From an optimization exercise on the open Yosys and OpenROAD flow, aimed at a short achievable clock period and few clock cycles per item; shortcuts taken in it are not production practice. Function was not checked in any run shown here: the RTL went through the layout flow alone.

===== config.mk =====
export PLATFORM = sky130hd
export DESIGN_NAME = cpu_top
export DESIGN_NICKNAME = cpu_top
export VERILOG_FILES = /design/flow/design.v
export SDC_FILE = /design/flow/constraint.sdc
export NUM_CORES = 4
export LEC_CHECK = 0
export CAP_MARGIN = 20
export CORE_MARGIN = 2
export CORE_UTILIZATION = 40
export SLEW_MARGIN = 20

===== constraint.sdc =====
create_clock -name core_clock -period 8.0 [get_ports {clk}]
set_input_delay 1.6000 -clock core_clock [delete_from_list [all_inputs] [get_ports {clk}]]
set_output_delay 1.6000 -clock core_clock [all_outputs]
set_load 0.01 [all_outputs]

===== design.v =====
`timescale 1ns/100ps
module cpu_top
(
    input  logic        clk,
    input  logic        reset,
    input  logic [15:0] mem_rdata,
    output logic [15:0] mem_addr,
    output logic        mem_we,
    output logic [15:0] mem_wdata,
    output logic        halted
);
    logic [15:0] regs [8];
    logic        z;
    logic [15:0] ma;
    logic        we;
    logic [15:0] wd;
    logic        ir_v;
    logic [2:0]  ir_rx;
    logic [2:0]  ir_ry;
    logic        c_alu;    
    logic        c_cmp;
    logic        c_mov;
    logic        c_ldi;
    logic        c_jmp;
    logic        c_jz;
    logic        c_jnz;
    logic        c_ld;
    logic        c_st;
    logic        f_arith;   
    logic        f_useb;    
    logic        f_invb;    
    logic        f_cin;
    logic        f_not;
    logic        f_and;
    logic        f_or;
    logic        dcyc;
    logic [15:0] ib;        
    logic [15:0] ra;        
    logic        stale;     
    logic        hlt;
    typedef struct packed {
        logic       halt;
        logic [2:0] rx;
        logic [2:0] ry;
        logic       alu, cmp, mov, ldi, jmp, jz, jnz, ld, st;
        logic       arith, useb, invb, cin, fnot, fand, f_or;
    } dec_t;
    function automatic dec_t decode(input logic [15:0] w);
        dec_t d;
        logic [5:0] op;
        op = w[15:10];
        d = '0;
        d.rx   = w[9:7];
        d.ry   = w[6:4];
        d.halt = (op == 6'd0);
        d.alu  = (op == 6'd4) || (op == 6'd5) || (op == 6'd6) ||
                 (op == 6'd7) || (op == 6'd8)  || (op == 6'd9) ||
                 (op == 6'd10) || (op == 6'd12);
        d.cmp  = (op == 6'd16);
        d.mov  = (op == 6'd32);
        d.ldi  = (op == 6'd35);
        d.jmp  = (op == 6'd23);
        d.jz   = (op == 6'd24);
        d.jnz  = (op == 6'd25);
        d.ld   = (op == 6'd33);
        d.st   = (op == 6'd37);
        d.arith = (op == 6'd5) || (op == 6'd6) || (op == 6'd10) ||
                  (op == 6'd12) || (op == 6'd16);
        d.useb  = (op == 6'd10) || (op == 6'd12) || (op == 6'd16);
        d.invb  = (op == 6'd6) || (op == 6'd12) || (op == 6'd16);
        d.cin   = (op == 6'd5) || (op == 6'd12) || (op == 6'd16);
        d.fnot  = (op == 6'd4);
        d.fand  = (op == 6'd7);
        d.f_or  = (op == 6'd8);
        decode = d;
    endfunction
    logic [15:0] a, b, bx, sum, logic_res, alu_res;
    logic        z_arith, z_new;
    assign a  = regs[ir_rx];
    assign b  = regs[ir_ry];
    assign bx = (b & {16{f_useb}}) ^ {16{f_invb}};
    assign sum = a + bx + {15'd0, f_cin};
    always_comb begin
        if (f_not)      logic_res = ~a;
        else if (f_and) logic_res = a & b;
        else if (f_or)  logic_res = a | b;
        else            logic_res = a ^ b;
    end
    assign alu_res = f_arith ? sum : (c_mov ? b : logic_res);
    assign z_arith = ((a ^ bx) == {a[14:0] | bx[14:0], f_cin});
    assign z_new   = f_arith ? z_arith : (logic_res == 16'd0);
    logic x1;           
    logic one_cyc;      
    logic taken;
    logic load_rd;      
    logic load_ib;      
    dec_t nd;
    dec_t d_rd, d_ib;
    assign x1      = ir_v && !dcyc;
    assign one_cyc = !(c_ldi || c_jmp || c_jz || c_jnz || c_ld || c_st);
    assign taken   = (c_jz && z) || (c_jnz && !z) || c_jmp;
    assign load_rd = !dcyc && (!ir_v || one_cyc);
    assign load_ib = dcyc && !(c_st && stale);
    assign d_rd    = decode(mem_rdata);
    assign d_ib    = decode(ib);
    assign nd      = dcyc ? d_ib : d_rd;
    logic        rf_we;
    logic [15:0] rf_wd;
    assign rf_we = (x1 && (c_alu || c_mov || c_ldi)) || (dcyc && c_ld);
    assign rf_wd = (c_ldi || c_ld) ? mem_rdata : alu_res;
    always_ff @(posedge clk or posedge reset) begin
        if (reset) begin
            for (int i = 0; i < 8; i++) regs[i] <= 16'd0;
        end else if (!hlt && rf_we) begin
            regs[ir_rx] <= rf_wd;
        end
    end
    always_ff @(posedge clk or posedge reset) begin
        if (reset) begin
            z     <= 1'b0;
            ma    <= 16'h0000;
            we    <= 1'b0;
            ir_v  <= 1'b0;
            dcyc  <= 1'b0;
            hlt   <= 1'b0;
        end else if (!hlt) begin
            if (x1 && (c_alu || c_cmp))
                z <= z_new;
            we   <= 1'b0;
            dcyc <= 1'b0;
            if (load_rd || load_ib) begin
                ir_v <= !nd.halt;
                hlt  <= nd.halt;
            end else begin
                ir_v <= 1'b0;
            end
            if (dcyc) begin
                ma <= (c_st && stale) ? ra : ra + 16'd1;
            end else if (!ir_v || one_cyc || c_ldi) begin
                ma <= ma + 16'd1;
            end else if (c_jz || c_jnz || c_jmp) begin
                ma <= taken ? mem_rdata : ma + 16'd1;
            end else if (c_ld) begin
                ma   <= b;
                dcyc <= 1'b1;
            end else begin
                ma   <= a;
                we   <= 1'b1;
                dcyc <= 1'b1;
            end
        end
    end
    always_ff @(posedge clk) begin
        if (load_rd || load_ib) begin
            ir_rx   <= nd.rx;
            ir_ry   <= nd.ry;
            c_alu   <= nd.alu;
            c_cmp   <= nd.cmp;
            c_mov   <= nd.mov;
            c_ldi   <= nd.ldi;
            c_jmp   <= nd.jmp;
            c_jz    <= nd.jz;
            c_jnz   <= nd.jnz;
            c_ld    <= nd.ld;
            c_st    <= nd.st;
            f_arith <= nd.arith;
            f_useb  <= nd.useb;
            f_invb  <= nd.invb;
            f_cin   <= nd.cin;
            f_not   <= nd.fnot;
            f_and   <= nd.fand;
            f_or    <= nd.f_or;
        end
        if (x1 && (c_ld || c_st)) begin
            ib    <= mem_rdata;
            ra    <= ma;
            stale <= (a == ma);
        end
        if (x1 && c_st)
            wd <= b;
    end
    assign mem_addr  = ma;
    assign mem_we    = we;
    assign mem_wdata = wd;
    assign halted    = hlt;
endmodule

===== run.sh =====
#!/bin/bash
# synth_recipe.tcl (not shown) runs the flow's synth.tcl, then flattens the netlist and writes it again
# the make line also repeats each setting of config.mk as NAME=value (left out here)
make -C /OpenROAD-flow-scripts/flow DESIGN_CONFIG=/design/flow/config.mk WORK_HOME=/design/flow/orfs CLKGATE_MAP_FILE= SYNTH_SCRIPT=/design/flow/synth_recipe.tcl finish

==> impl_metrics.toml, run 1 <==
[cts]
clk_latency_ns = 0.57
htreeDepth = 1
clock_path_buffers = 3
cts_sinks = 216
cts_tree = "done"
post_cts.repair.setup_buffers = 0
post_cts_resize_count = 0
hold_buffers = 0
clockRootBuffer = "clkbuf_16"
clk_pin_slew_ns = 0.06
cts-buffers-inserted = 26

[critical_path]
critical_path.startpoint = "ir_rx[1]"
cp.required_ns = 8.40
startpoint_type = "flop"
slowest_delay_ns = 0.89
arrival_ns = 6.16
cp-end-kind = "flop"
criticalPathCategory = "flop to flop"
cp_slowest_cell = "edfxtp_1"
cp.buffers_inverters = 2
crit_fanout = 21
crit_family = "compound AO/OA/AOI/OAI gates"
reg2reg_from = "ir_rx[1]"
crit_chain = "buf_4 -> nor2b_1 -> nand2_1 -> a41oi_1 -> inv_1 -> fa_1 -> fa_1 -> nor2b_1 -> o21a_1 -> o21ai_0 -> a21oi_1 -> a41o_1 -> xor2_1 -> a211oi_1 -> o22ai_1"

[place]
dp_hpwl_um = 34800
place_inst = 1979
port_buffers = 51
globalplace.congestion = 0.933

[route]
via_count = 12400
via_per_inst = 6.10
drtIter0Drc = 1079
dr.pass1.iters = 5
drc = 0
routed_wl_um = 48900
wl_per_cell_um = 24.1
ant_nets = 0

[sta]
finalHoldViolCount = 0
slew_headroom = 0.283
grt_setup_unrepaired = "false"
setup_viol = 0
tns_ns = 0
fin_worst_skew_ns = 0.0167
finalCritPeriodShare = 0.720
fmax_mhz = 173
fin_crit_ns = 5.76
maxSlewViolCount = 0
worstMarginPinSlew_ns = 1.08

[floorplan]
core_region_area_um2 = 36400
start_util = 0.404
fp.dieW_um = 196
die_area_um2 = 38300
rows = 70
die_h_um = 196
ios = 52

[synthesis]
yosysWarnings = 2
syn-num-nets = 1606
synth_top_area_frac = 0.254
yosys.area_share.adder = 0.0570
syn_inst = 1523
ys_top_cells_by_count = "dfrtp_1 (149), nand2_1 (136), nor2_1 (115)"
async_reset_ff_frac = 0.690
synth-edff-count = 67
ys_seq_area_frac = 0.390
synth_area_um2 = 14700
synth_ff_type = "dfrtp_1"
synthXorXnorAreaFrac = 0.0505
yosysMostFrequentCell = "dfrtp_1"
synthMuxAreaShare = 0.136
yosysTopAreaCell = "dfrtp_1"
synth-simple-area-share = 0.140
avgSynthCellArea_um2 = 9.66
synth_top_family_by_area = "compound AO/OA/AOI/OAI gates"
synth_compound_area_frac = 0.177
ys_top_cells_by_area = "dfrtp_1 (25%), edfxtp_1 (14%), mux2_2 (8.1%)"
synthDistinctLibCells = 83
ys_ff_latch = 216

[global_routing]
antenna_found_initial = 0
grt_max_degree = 90
grt_pass1_vias = 12000
grt_overflow = 0
grt_usage = 0.255
grt_pass1_wl_um = 74700

[layout]
syn_to_final_growth_pct = 12.7
fin_nets = 1622
drive_gt1_frac = 0.144
utilization = 0.455
n_antenna_cell = 0
final_cells = 2027

[worst_hold_path]
hold_class = "flop to flop"
worstHoldStart = "regs[6][6]"

[run_status]
status = "timing/DRC/antenna clean"

[flow_run]
cap_violations = 0
==> per-stage QoR <==
stage	hold slack [ns]	area [um2]	setup slack (ns)
2_1_floorplan	0.449	14700	2.39
3_3_place_gp	0.467	15700	2.52
5_1_grt	0.519	16600	1.78
6_report	0.496	16600	2.24
4_1_cts	0.496	16600	2.32
3_5_place_dp	0.483	15700	2.34
==> cells by family (layout without fill, tap and decap cells) <==
kind of cell / after synthesis / after routing
simple gates: 433 / 433
compound gates: 376 / 376
flops: 216 / 216
buf+inv: 178 / 214
mux: 170 / 170
xor+xnor: 84 / 84
fa+ha+maj: 66 / 66
==> cell type report <==
type / instances / area [um2]
Fill cell: 3431 / 19900
Tap cell: 468 / 586
Inverter: 81 / 309
Timing Repair Buffer: 85 / 766
Clock buffer: 39 / 759
Clock inverter: 9 / 148
Multi-Input combinational cell: 1129 / 8270
Sequential cell: 216 / 5740
==> worst register-to-register path, stage by stage, from the launching register on <==
cell and delay, ns:
edfxtp_1 0.89, buf_4 0.40, nor2b_1 0.44, nand2_1 0.11, a41oi_1 0.53, inv_1 0.19
fa_1 0.48, fa_1 0.49, nor2b_1 0.14, o21a_1 0.16, o21ai_0 0.12, a21oi_1 0.29
a41o_1 0.30, xor2_1 0.09, a211oi_1 0.80, o22ai_1 0.18
==> flip-flops by register name (all words and copies together), names as in the netlist, 3 cells and up <==
signal	flops
regs	128
ma	16
ra	16
wd	16
ib	12
ir_rx	3
ir_ry	3
==> metal layers <==
layer,global-route usage,part of all wire,vias up
met4,0.106,0.041,0
met1,0.361,0.45,6168
met5,0,0,-
met3,0.0318,0.067,110
li1,-,-,5583
met2,0.396,0.44,512
==> cells in the final DEF, fill, tap and decap left out, types with 12 or more instances in the layout <==
cell,count
dfrtp_1,148
nand2_1,136
nor2_1,115
mux2_2,106
a21oi_1,77
inv_1,76
edfxtp_1,67
ha_1,63
o21ai_0,61
xnor2_1,52
clkdlybuf4s50_1,51
mux2i_1,47
buf_4,34
xor2_1,31
nand3_1,29
nor2b_1,28
clkbuf_16,26
nand2b_1,24
a211oi_1,24
o22ai_1,23
nor3_1,20
o31ai_1,18
a221oi_1,17
o211ai_1,16
o21ai_1,14
nand3b_1,13
o21a_1,13
mux4_2,12
==> final timing paths <==
kind                       depth (start not counted)  slack (ns)     endpoint
max                                               15        2.24  regs[1][12]
max reg2reg                                       15        2.24  regs[1][12]
min in group asynchronous                          2        1.54   regs[5][9]
max in group asynchronous                          3        5.07         dcyc
min reg2reg                                        2        0.50   regs[6][6]
min                                                2        0.50   regs[6][6]
==> inputs of run 2 (changes only) <==
--- a/config.mk
+++ b/config.mk
@@ -5,7 +5,9 @@
 export SDC_FILE = /design/flow/constraint.sdc
 export NUM_CORES = 4
 export LEC_CHECK = 0
+export ABC_CLOCK_PERIOD_IN_PS = 2500
 export CAP_MARGIN = 20
 export CORE_MARGIN = 2
 export CORE_UTILIZATION = 40
+export SETUP_SLACK_MARGIN = 5
 export SLEW_MARGIN = 20
==> impl_metrics.toml, run 2 <==
[floorplan]
die_h_um = 196
fp.dieW_um = 196
die_area_um2 = 38300
core_region_area_um2 = 36400
rows = 70
ios = 52
start_util = 0.404

[run_status]
status = "timing/DRC/antenna clean"

[sta]
setup_viol = 0
fmax_mhz = 235
grt_setup_unrepaired = "true"
slew_headroom = 0.294
tns_ns = 0
worstMarginPinSlew_ns = 1.06
maxSlewViolCount = 0
fin_worst_skew_ns = 0.0150
fin_ws_ns = 3.74
fin_crit_ns = 4.26
finalCritPeriodShare = 0.532
timing.hold.ws_ns = 0.492
finalHoldViolCount = 0

[critical_path]
crit_fanout = 8
startpoint_type = "flop"
rr_worst_depth = 17
cp-end-kind = "flop"
criticalPathCategory = "flop to flop"
arrival_ns = 4.70
cp.required_ns = 8.44

[global_routing]
grt_max_degree = 69
grt_pass1_vias = 12700
grt_overflow = 0
grt_pass1_wl_um = 77800
grt_usage = 0.265
antenna_found_initial = 2

[synthesis]
yosysTopAreaCell = "dfrtp_1"
synth_ff_type = "dfrtp_1"
ys_top_cells_by_count = "dfrtp_1 (149), nand2_1 (136), nor2_1 (115)"
synthDistinctLibCells = 83
ys_ff_latch = 216
ys_seq_area_frac = 0.390
avgSynthCellArea_um2 = 9.66
synth_area_um2 = 14700
yosysMostFrequentCell = "dfrtp_1"
synth-edff-count = 67
yosysWarnings = 2
syn-num-nets = 1606
ys_top_cells_by_area = "dfrtp_1 (25%), edfxtp_1 (14%), mux2_2 (8.1%)"
async_reset_ff_frac = 0.690
syn_inst = 1523
synth_top_area_frac = 0.254

[layout]
regMostFlops = "regs"
utilization = 0.522
n_fill_cell = 3246
final_cell_mix = "dfrtp_1 (132), nand2_1 (126), buf_4 (109)"
largest_register_ffs = 128
fin_nets = 1739
syn_to_final_growth_pct = 29.2
n_antenna_cell = 0
drive_gt1_frac = 0.310
final_common_cell = "dfrtp_1"

[cts]
clk_pin_slew_ns = 0.06
cts_tree = "done"
cts_sinks = 216
clockRootBuffer = "clkbuf_16"
clk_latency_ns = 0.56
cts-buffers-inserted = 26
htreeDepth = 1
clock_path_buffers = 3

[place]
dp_hpwl_um = 34200
place_ws_ns = 2.65
port_buffers = 51
globalplace.congestion = 0.946

[route]
via_per_inst = 6.20
via_count = 13300
wl_per_cell_um = 24.6
dr.pass1.iters = 6
routed_wl_um = 52700
ant_nets = 0
drtIter0Drc = 1346
drc = 0

[flow_run]
cap_violations = 0

[worst_hold_path]
min_path_cells = 2
hold_class = "flop to flop"
## run 2: path summary, 6_finish.rpt
kind	from	to	slack (ns)
min reg2reg	regs[6][6]	regs[6][6]	0.49
max	ir_ry[0]	regs[2][7]	3.74
max reg2reg	ir_ry[0]	regs[2][7]	3.74
max in group asynchronous	reset	ma[8]	5.36
min	regs[6][6]	regs[6][6]	0.49
min in group asynchronous	reset	regs[1][4]	1.59
## run 2: metrics by stage
stage	cell area, um2	instances
after global routing	19000	2144
after floorplan	15000	1523
after CTS	18100	2105
after global placement	15900	1982
final	19000	2144
after detailed placement	15900	1982
## run 2: final cells by class
type / instances / area (um2) / area share
Multi-Input combinational cell: 1130 / 9490 / 0.499
Clock inverter: 14 / 121 / 0.00639
Sequential cell: 216 / 5760 / 0.303
Tap cell: 468 / 586 / 0.0308
Timing Repair Buffer: 199 / 1950 / 0.103
Clock buffer: 34 / 754 / 0.0397
Inverter: 81 / 332 / 0.0174
Timing Repair inverter: 2 / 12.5 / 0.000658
## run 2: cell families after synthesis
family,Yosys count,synth area share
AND/OR/NAND/NOR,433,0.140
adder cells (fa/ha/maj),66,0.0570
multiplexers,170,0.136
buffers and inverters,178,0.0496
XOR/XNOR,84,0.0505
AO/OA/AOI/OAI,376,0.177
flip-flops,216,0.390
## run 2: what timing repair did
item / CTS / global route
gates resized for setup: 181 / 144
pin swaps: 45 / 44
hold buffers: 0 / 0
setup endpoints to repair: 253 / 150
setup buffers: 70 / 36
gates cloned: 5 / 3
## run 2: layer usage
layer,track usage,vias to the layer above,share of wire
li1,-,5831,-
met1,0.378,6590,0.43
met2,0.403,693,0.44
met3,0.0418,167,0.084
met4,0.107,2,0.045
met5,0,-,0.00025
## run 2: critical path: stages, from the launching register on
cell and delay [ns]:
edfxtp_1 0.52, buf_12 0.20, buf_6 0.11, mux2i_1 0.12, mux4_2 0.47, a21boi_2 0.17, o22ai_2 0.25, nand2_2 0.11
xnor2_2 0.28, ha_4 0.25, o21a_1 0.10, o31a_1 0.14, o41ai_4 0.29, nand2_1 0.11, xor2_1 0.15, o211ai_1 0.33
nand2_2 0.21, mux2_4 0.31
==> inputs of run 3 (changes only) <==
--- a/design.v
+++ b/design.v
@@ -21,9 +21,10 @@
     logic        c_cmp;
     logic        c_mov;
     logic        c_ldi;
-    logic        c_jmp;
-    logic        c_jz;
-    logic        c_jnz;
+    logic        c_jmp;    
+    logic        c_ldic;   
+    logic [15:0] imm;
+    logic [15:0] ir_pc;    
     logic        c_ld;
     logic        c_st;
     logic        f_arith;   
@@ -79,34 +80,59 @@
     assign a  = regs[ir_rx];
     assign b  = regs[ir_ry];
     assign bx = (b & {16{f_useb}}) ^ {16{f_invb}};
-    assign sum = a + bx + {15'd0, f_cin};
+    logic [16:0] sum_c;
+    assign sum_c = {a, 1'b1} + {bx, f_cin};
+    assign sum   = sum_c[16:1];
     always_comb begin
         if (f_not)      logic_res = ~a;
         else if (f_and) logic_res = a & b;
         else if (f_or)  logic_res = a | b;
         else            logic_res = a ^ b;
     end
-    assign alu_res = f_arith ? sum : (c_mov ? b : logic_res);
+    assign alu_res = f_arith ? sum : (c_mov ? b : (c_ldic ? imm : logic_res));
     assign z_arith = ((a ^ bx) == {a[14:0] | bx[14:0], f_cin});
     assign z_new   = f_arith ? z_arith : (logic_res == 16'd0);
+    localparam int XC_N = 8;
+    localparam int XC_B = 3;
+    logic [15:0]        xc_d [XC_N];
+    logic [15-XC_B:0]   xc_t [XC_N];
+    logic [XC_N-1:0]    xc_v;
     logic x1;           
     logic one_cyc;      
-    logic taken;
     logic load_rd;      
     logic load_ib;      
+    logic load;
     dec_t nd;
     dec_t d_rd, d_ib;
+    logic [15:0] la;    
+    logic [15:0] la1, la2;
+    logic        z_next;
+    logic        n_jcc, n_cond, n_skip, n_hit, n_fast_j, n_fast_ldi;
+    logic [15:0] n_xd;
+    logic [XC_B-1:0] n_idx;
     assign x1      = ir_v && !dcyc;
-    assign one_cyc = !(c_ldi || c_jmp || c_jz || c_jnz || c_ld || c_st);
-    assign taken   = (c_jz && z) || (c_jnz && !z) || c_jmp;
+    assign one_cyc = !(c_ldi || c_jmp || c_ld || c_st);
     assign load_rd = !dcyc && (!ir_v || one_cyc);
     assign load_ib = dcyc && !(c_st && stale);
+    assign load    = load_rd || load_ib;
     assign d_rd    = decode(mem_rdata);
     assign d_ib    = decode(ib);
     assign nd      = dcyc ? d_ib : d_rd;
+    assign la      = dcyc ? ra : ma;
+    assign la1     = la + 16'd1;
+    assign la2     = la + 16'd2;
+    assign z_next  = (x1 && (c_alu || c_cmp)) ? z_new : z;
+    assign n_idx   = la[XC_B-1:0];
+    assign n_hit   = xc_v[n_idx] && (xc_t[n_idx] == la[15:XC_B]);
+    assign n_xd    = xc_d[n_idx];
+    assign n_jcc   = nd.jz || nd.jnz;
+    assign n_cond  = (nd.jz && z_next) || (nd.jnz && !z_next);
+    assign n_skip  = n_jcc && !n_cond;
+    assign n_fast_j   = (nd.jmp || n_cond) && n_hit;
+    assign n_fast_ldi = nd.ldi && n_hit;
     logic        rf_we;
     logic [15:0] rf_wd;
-    assign rf_we = (x1 && (c_alu || c_mov || c_ldi)) || (dcyc && c_ld);
+    assign rf_we = (x1 && (c_alu || c_mov || c_ldi || c_ldic)) || (dcyc && c_ld);
     assign rf_wd = (c_ldi || c_ld) ? mem_rdata : alu_res;
     always_ff @(posedge clk or posedge reset) begin
         if (reset) begin
@@ -123,23 +149,31 @@
             ir_v  <= 1'b0;
             dcyc  <= 1'b0;
             hlt   <= 1'b0;
+            xc_v  <= '0;
         end else if (!hlt) begin
             if (x1 && (c_alu || c_cmp))
                 z <= z_new;
             we   <= 1'b0;
             dcyc <= 1'b0;
-            if (load_rd || load_ib) begin
-                ir_v <= !nd.halt;
+            if (load) begin
+                ir_v <= !nd.halt && !n_skip && !n_fast_j;
                 hlt  <= nd.halt;
             end else begin
                 ir_v <= 1'b0;
             end
-            if (dcyc) begin
-                ma <= (c_st && stale) ? ra : ra + 16'd1;
-            end else if (!ir_v || one_cyc || c_ldi) begin
+            if (load) begin
+                if (n_skip || n_fast_ldi)
+                    ma <= la2;
+                else if (n_fast_j)
+                    ma <= n_xd;
+                else
+                    ma <= la1;
+            end else if (dcyc) begin
+                ma <= ra;
+            end else if (c_ldi) begin
                 ma <= ma + 16'd1;
-            end else if (c_jz || c_jnz || c_jmp) begin
-                ma <= taken ? mem_rdata : ma + 16'd1;
+            end else if (c_jmp) begin
+                ma <= mem_rdata;
             end else if (c_ld) begin
                 ma   <= b;
                 dcyc <= 1'b1;
@@ -148,19 +182,23 @@
                 we   <= 1'b1;
                 dcyc <= 1'b1;
             end
+            if (x1 && (c_ldi || c_jmp))
+                xc_v[ir_pc[XC_B-1:0]] <= 1'b1;
+            if (x1 && c_st)
+                xc_v[a[XC_B-1:0] - 1'b1] <= 1'b0;
         end
     end
     always_ff @(posedge clk) begin
-        if (load_rd || load_ib) begin
+        if (load) begin
             ir_rx   <= nd.rx;
             ir_ry   <= nd.ry;
+            ir_pc   <= la;
             c_alu   <= nd.alu;
             c_cmp   <= nd.cmp;
             c_mov   <= nd.mov;
-            c_ldi   <= nd.ldi;
-            c_jmp   <= nd.jmp;
-            c_jz    <= nd.jz;
-            c_jnz   <= nd.jnz;
+            c_ldi   <= nd.ldi && !n_hit;
+            c_ldic  <= nd.ldi && n_hit;
+            c_jmp   <= nd.jmp || n_jcc;
             c_ld    <= nd.ld;
             c_st    <= nd.st;
             f_arith <= nd.arith;
@@ -170,6 +208,7 @@
             f_not   <= nd.fnot;
             f_and   <= nd.fand;
             f_or    <= nd.f_or;
+            imm     <= n_xd;
         end
         if (x1 && (c_ld || c_st)) begin
             ib    <= mem_rdata;
@@ -178,6 +217,10 @@
         end
         if (x1 && c_st)
             wd <= b;
+        if (!hlt && x1 && (c_ldi || c_jmp)) begin
+            xc_d[ir_pc[XC_B-1:0]] <= mem_rdata;
+            xc_t[ir_pc[XC_B-1:0]] <= ir_pc[15:XC_B];
+        end
     end
     assign mem_addr  = ma;
     assign mem_we    = we;
==> impl_metrics.toml, run 3 <==
[run_status]
status = "timing/DRC/antenna clean"

[sta]
finalHoldViolCount = 0
fin_ws_ns = 3.26
fin_worst_skew_ns = 0.0410
grt_setup_unrepaired = "true"
maxSlewViolCount = 0
worstMarginPinSlew_ns = 0.960
setup_viol = 0
finalCritPeriodShare = 0.593
slew_headroom = 0.354
fin_crit_ns = 4.74
fmax_mhz = 211
tns_ns = 0

[worst_hold_path]
hold_class = "flop to flop"
worstHoldStart = "ma[14]"

[global_routing]
antenna_found_initial = 4
grt_pass1_wl_um = 148000
grt_usage = 0.282
grt_overflow = 0
grt_max_degree = 76
grt_pass1_vias = 22300

[synthesis]
avgSynthCellArea_um2 = 10.5
syn_inst = 2581
synth_top_area_frac = 0.367
ys_top_cells_by_count = "edfxtp_1 (330), nand2_1 (311), nor2_1 (199)"
ys_top_cells_by_area = "edfxtp_1 (37%), dfrtp_1 (15%), mux2_2 (4.7%)"
synth-edff-count = 330
yosysMostFrequentCell = "edfxtp_1"
yosysTopAreaCell = "edfxtp_1"
synth_ff_type = "edfxtp_1"
async_reset_ff_frac = 0.322
syn-num-nets = 2673
yosysWarnings = 2
synthDistinctLibCells = 96
ys_ff_latch = 487
ys_seq_area_frac = 0.512
synth_area_um2 = 27000

[cts]
cts_tree = "done"
cts_sinks = 487
clk_pin_slew_ns = 0.06
clockRootBuffer = "clkbuf_16"
clock_path_buffers = 3
clk_latency_ns = 0.65
htreeDepth = 2
hold_buffers = 0
cts-buffers-inserted = 54

[route]
dr.pass1.iters = 5
routed_wl_um = 101000
ant_nets = 0
drc = 0
via_count = 23100
drtIter0Drc = 2764
via_per_inst = 6.17
wl_per_cell_um = 27.0

[critical_path]
slowest_delay_ns = 0.47
arrival_ns = 5.29
criticalPathCategory = "flop to flop"
cp_slowest_cell = "or3_4"
crit_family = "simple AND/OR/NAND/NOR gates"
critical_path.startpoint = "ir_ry[2]"
crit_chain = "buf_12 -> buf_4 -> nor2_4 -> buf_4 -> nand2_1 -> o21ai_1 -> a221oi_2 -> nor2_2 -> inv_2 -> nor2_4 -> xor2_2 -> inv_1 -> ha_1 -> xnor2_1 -> or3b_4 -> nor4_4 -> nand2_1 -> mux2i_1 -> a211o_1 -> o211ai_4 -> or3_4 -> and3_4 -> o21bai_1 -> o211a_1"
cp-end-kind = "flop"
cp.buffers_inverters = 5
startpoint_type = "flop"
cp.required_ns = 8.55
crit_fanout = 6
r2r-end = "ma[7]"
reg2reg_slack_ns = 3.26
worstSetupEndpoint = "ma[7]"
rr_worst_depth = 24
worst-path-stages = 24
reg2reg_from = "ir_ry[2]"

[layout]
final_cell_mix = "edfxtp_1 (330), nand2_1 (300), buf_4 (216)"
final_common_cell = "edfxtp_1"
utilization = 0.527
syn_to_final_growth_pct = 30.7
fin_nets = 2918
drive_gt1_frac = 0.311
final_cells = 3744

[floorplan]
die_h_um = 264
ios = 52
fp.dieW_um = 264
core_region_area_um2 = 67000
start_util = 0.403
rows = 95
die_area_um2 = 69600

[place]
port_buffers = 51
globalplace.congestion = 0.965
place_inst = 3400
dp_hpwl_um = 61300
place_ws_ns = 1.86

[flow_run]
cap_violations = 0
[run 3: cell count changes in the layout (fill, tap and decap cells not counted), sizes merged, moves of 51 or more]
cell	delta
edfxtp	+263
nand2	+175
buf	+156
nand3	+100
nor2	+85
a211oi	+73
a21oi	+64
inv	+51
[run 3: worst min path at each step]
stage                 endpoint  cells past startpoint
finish                  ra[14]                      0
global route            ra[14]                      0
CTS                 regs[2][2]                      1
detailed placement  regs[2][2]                      1
global placement    regs[2][2]                      1
floorplan              xc_v[4]                      2
[run 3: cell type report]
| class | count | area (um2) |
|---|---|---|
| repair buffers | 353 | 3610 |
| clock inverters | 28 | 335 |
| inverters | 138 | 606 |
| diodes | 2 | 5.00 |
| clock buffers | 71 | 1460 |
| fillers | 5800 | 31700 |
| well taps | 873 | 1090 |
| multi-input cells | 1791 | 14300 |
| repair inverters | 1 | 7.51 |
| flip-flops and latches | 487 | 13900 |
[run 3: timing repair]
item                       in CTS  in global routing
buffers inserted              197                 30
cloned                         15                  1
setup endpoints to repair     388                239
pin swaps                     117                 46
resized for setup             467                 82
[run 3: cells by family after synthesis]
kind of cell,count (synthesis),share of synthesized area
AOI/OAI and AO/OA,600,0.154
xor gates and xnor gates,106,0.0353
adders and majority gates,74,0.0346
buffers and inverters,306,0.0459
DFF,487,0.512
muxes,200,0.0837
and+or+nand+nor,808,0.134
[run 3: metrics by stage]
| step | hold slack (ns) | instance area, um2 |
|---|---|---|
| 3_3_place_gp | 0.492 | 29100 |
| 5_1_grt | 0.528 | 35300 |
| 2_1_floorplan | 0.472 | 27800 |
| 3_5_place_dp | 0.499 | 29100 |
| 4_1_cts | 0.514 | 34700 |
| 6_report | 0.514 | 35300 |
[run 3: metal layers]
layer	GRT usage	vias up	wire length, um
met5	0	-	36
met4	0.125	6	5080
met3	0.0562	307	9620
met2	0.421	1332	43900
met1	0.397	11500	42500
li1	-	9981	-
==> inputs of run 4 (changes only) <==
--- a/config.mk
+++ b/config.mk
@@ -5,7 +5,6 @@
 export SDC_FILE = /design/flow/constraint.sdc
 export NUM_CORES = 4
 export LEC_CHECK = 0
-export ABC_CLOCK_PERIOD_IN_PS = 2500
 export CAP_MARGIN = 20
 export CORE_MARGIN = 2
 export CORE_UTILIZATION = 40
==> impl_metrics.toml, run 4 <==
[synthesis]
synthDistinctLibCells = 96
ys_top_cells_by_count = "edfxtp_1 (330), nand2_1 (311), nor2_1 (199)"
yosysWarnings = 2
avgSynthCellArea_um2 = 10.5
syn_inst = 2581
async_reset_ff_frac = 0.322
syn-num-nets = 2673
synth_ff_type = "edfxtp_1"
yosysTopAreaCell = "edfxtp_1"
synth-edff-count = 330
ys_seq_area_frac = 0.512
synth_area_um2 = 27000
ys_top_cells_by_area = "edfxtp_1 (37%), dfrtp_1 (15%), mux2_2 (4.7%)"
yosysMostFrequentCell = "edfxtp_1"
synth_top_area_frac = 0.367
ys_ff_latch = 487

[layout]
fin_nets = 2918
final_cell_mix = "edfxtp_1 (330), nand2_1 (300), buf_4 (216)"
design_area_um2 = 35300
final_common_cell = "edfxtp_1"
drive_gt1_frac = 0.311
syn_to_final_growth_pct = 30.7

[critical_path]
criticalPathCategory = "flop to flop"
crit_fanout = 6
reg2reg_from = "ir_ry[2]"
crit_chain = "buf_12 -> buf_4 -> nor2_4 -> buf_4 -> nand2_1 -> o21ai_1 -> a221oi_2 -> nor2_2 -> inv_2 -> nor2_4 -> xor2_2 -> inv_1 -> ha_1 -> xnor2_1 -> or3b_4 -> nor4_4 -> nand2_1 -> mux2i_1 -> a211o_1 -> o211ai_4 -> or3_4 -> and3_4 -> o21bai_1 -> o211a_1"
cp-end-kind = "flop"
cp_slowest_cell = "or3_4"
crit_family = "simple AND/OR/NAND/NOR gates"
cp.required_ns = 8.55
rr_worst_depth = 24
reg2reg_slack_ns = 3.26
r2r-end = "ma[7]"
critical_path.startpoint = "ir_ry[2]"
arrival_ns = 5.29
slowest_delay_ns = 0.47
cp.buffers_inverters = 5
startpoint_type = "flop"

[cts]
cts_sinks = 487
clockRootBuffer = "clkbuf_16"
clock_path_buffers = 3
clk_pin_slew_ns = 0.06
cts-buffers-inserted = 54
htreeDepth = 2
cts_tree = "done"
clk_latency_ns = 0.65

[place]
place_ws_ns = 1.86
port_buffers = 51
dp_hpwl_um = 61300
post_dp_cell_area_um2 = 29100
globalplace.congestion = 0.965

[floorplan]
ios = 52
die_area_um2 = 69600
rows = 95
fp.dieW_um = 264
start_util = 0.403
die_h_um = 264
core_region_area_um2 = 67000

[flow_run]
cap_violations = 0

[sta]
grt_setup_unrepaired = "true"
tns_ns = 0
slew_headroom = 0.354
worstMarginPinSlew_ns = 0.960
maxSlewViolCount = 0
fin_crit_ns = 4.74
setup_viol = 0
fin_worst_skew_ns = 0.0410
fmax_mhz = 211
finalHoldViolCount = 0
finalCritPeriodShare = 0.593
fin_ws_ns = 3.26

[global_routing]
grt_pass1_wl_um = 148000
grt_overflow = 0
grt_pass1_vias = 22300
antenna_found_initial = 4
grt_max_degree = 76
grt_usage = 0.282

[route]
drc = 0
ant_nets = 0
via_count = 23100
routed_wl_um = 101000
via_per_inst = 6.17
drtIter0Drc = 2764
dr.pass1.iters = 5
wl_per_cell_um = 27.0

[run_status]
status = "timing/DRC/antenna clean"

[worst_hold_path]
hold_class = "flop to flop"
worstHoldStart = "ma[14]"
min_to = "ra[14]"
min_path_cells = 0
[run 4: cell families after synthesis]
family | count (synthesis) | synth area share
simple gates | 808 | 0.134
compound gates | 600 | 0.154
xor+xnor | 106 | 0.0353
flops | 487 | 0.512
fa+ha+maj | 74 | 0.0346
buf+inv | 306 | 0.0459
mux | 200 | 0.0837
[run 4: layer usage]
layer | part of all wire | global-route usage | vias up
li1 | - | - | 9981
met1 | 0.42 | 0.397 | 11500
met2 | 0.43 | 0.421 | 1332
met3 | 0.095 | 0.0562 | 307
met4 | 0.050 | 0.125 | 6
met5 | 0.00036 | 0 | -
[run 4: cell type report]
cell class / instances / area (um2)
multi-input cells: 1791 / 14300
clock inverters: 28 / 335
diodes: 2 / 5.00
inverters: 138 / 606
fillers: 5800 / 31700
clock buffers: 71 / 1460
repair inverters: 1 / 7.51
flip-flops and latches: 487 / 13900
repair buffers: 353 / 3610
well taps: 873 / 1090
[run 4: timing repair]
item	CTS	global route
setup buffers	197	30
endpoints found under the setup margin	388	239
resized for setup	467	82
pin swaps	117	46
hold buffers	0	0
gates cloned	15	1
[run 4: worst max-delay path by stage]
stage | end | slack [ns] | cells past startpoint
5_1_grt | ma[7] | 3.12 | 24
3_3_place_gp | ma[7] | 1.91 | 17
3_5_place_dp | ma[7] | 1.86 | 17
6_report | ma[7] | 3.26 | 24
2_1_floorplan | ma[13] | 3.79 | 22
4_1_cts | ma[2] | 3.51 | 20
[run 4: per-stage QoR]
stage | util | std cells | hold slack [ns]
2_1_floorplan | - | 2581 | 0.472
3_3_place_gp | 0.434 | 3400 | 0.492
3_5_place_dp | 0.434 | 3400 | 0.499
4_1_cts | 0.517 | 3711 | 0.514
5_1_grt | 0.527 | 3742 | 0.528
6_report | 0.527 | 3744 | 0.514

separate check: timing with driven ports:
The flow's constraints put no driver on any port. The routed layouts listed below were extracted and timed again, unchanged, in two steps. Step 1: set_driving_cell puts a clkbuf_16 on clk and a buf_2 on each other input, an assumption about the parent block. Step 2, shift: input delay + t, output delay - t, t = (earliest + latest rising clock arrival at the registers) / 2. This alone moves slack from input paths to output paths. Three values: ideal ports, drivers, drivers and shift; two values: the first two.
run	t (ns)	setup WS [ns]	latest minus earliest clock arrival (ns)	pins driven straight from the clock port
run 1	0.615	2.236 / 2.236 / 2.236	0.017 / 0.017	1
run 2	0.601	3.740 / 3.740 / 3.740	0.015 / 0.015	1
run 3	0.685	3.258 / 3.258 / 3.239	0.042 / 0.042	1
run 4	0.685	3.258 / 3.258 / 3.239	0.042 / 0.042	1
After both steps every run listed still meets setup and hold.
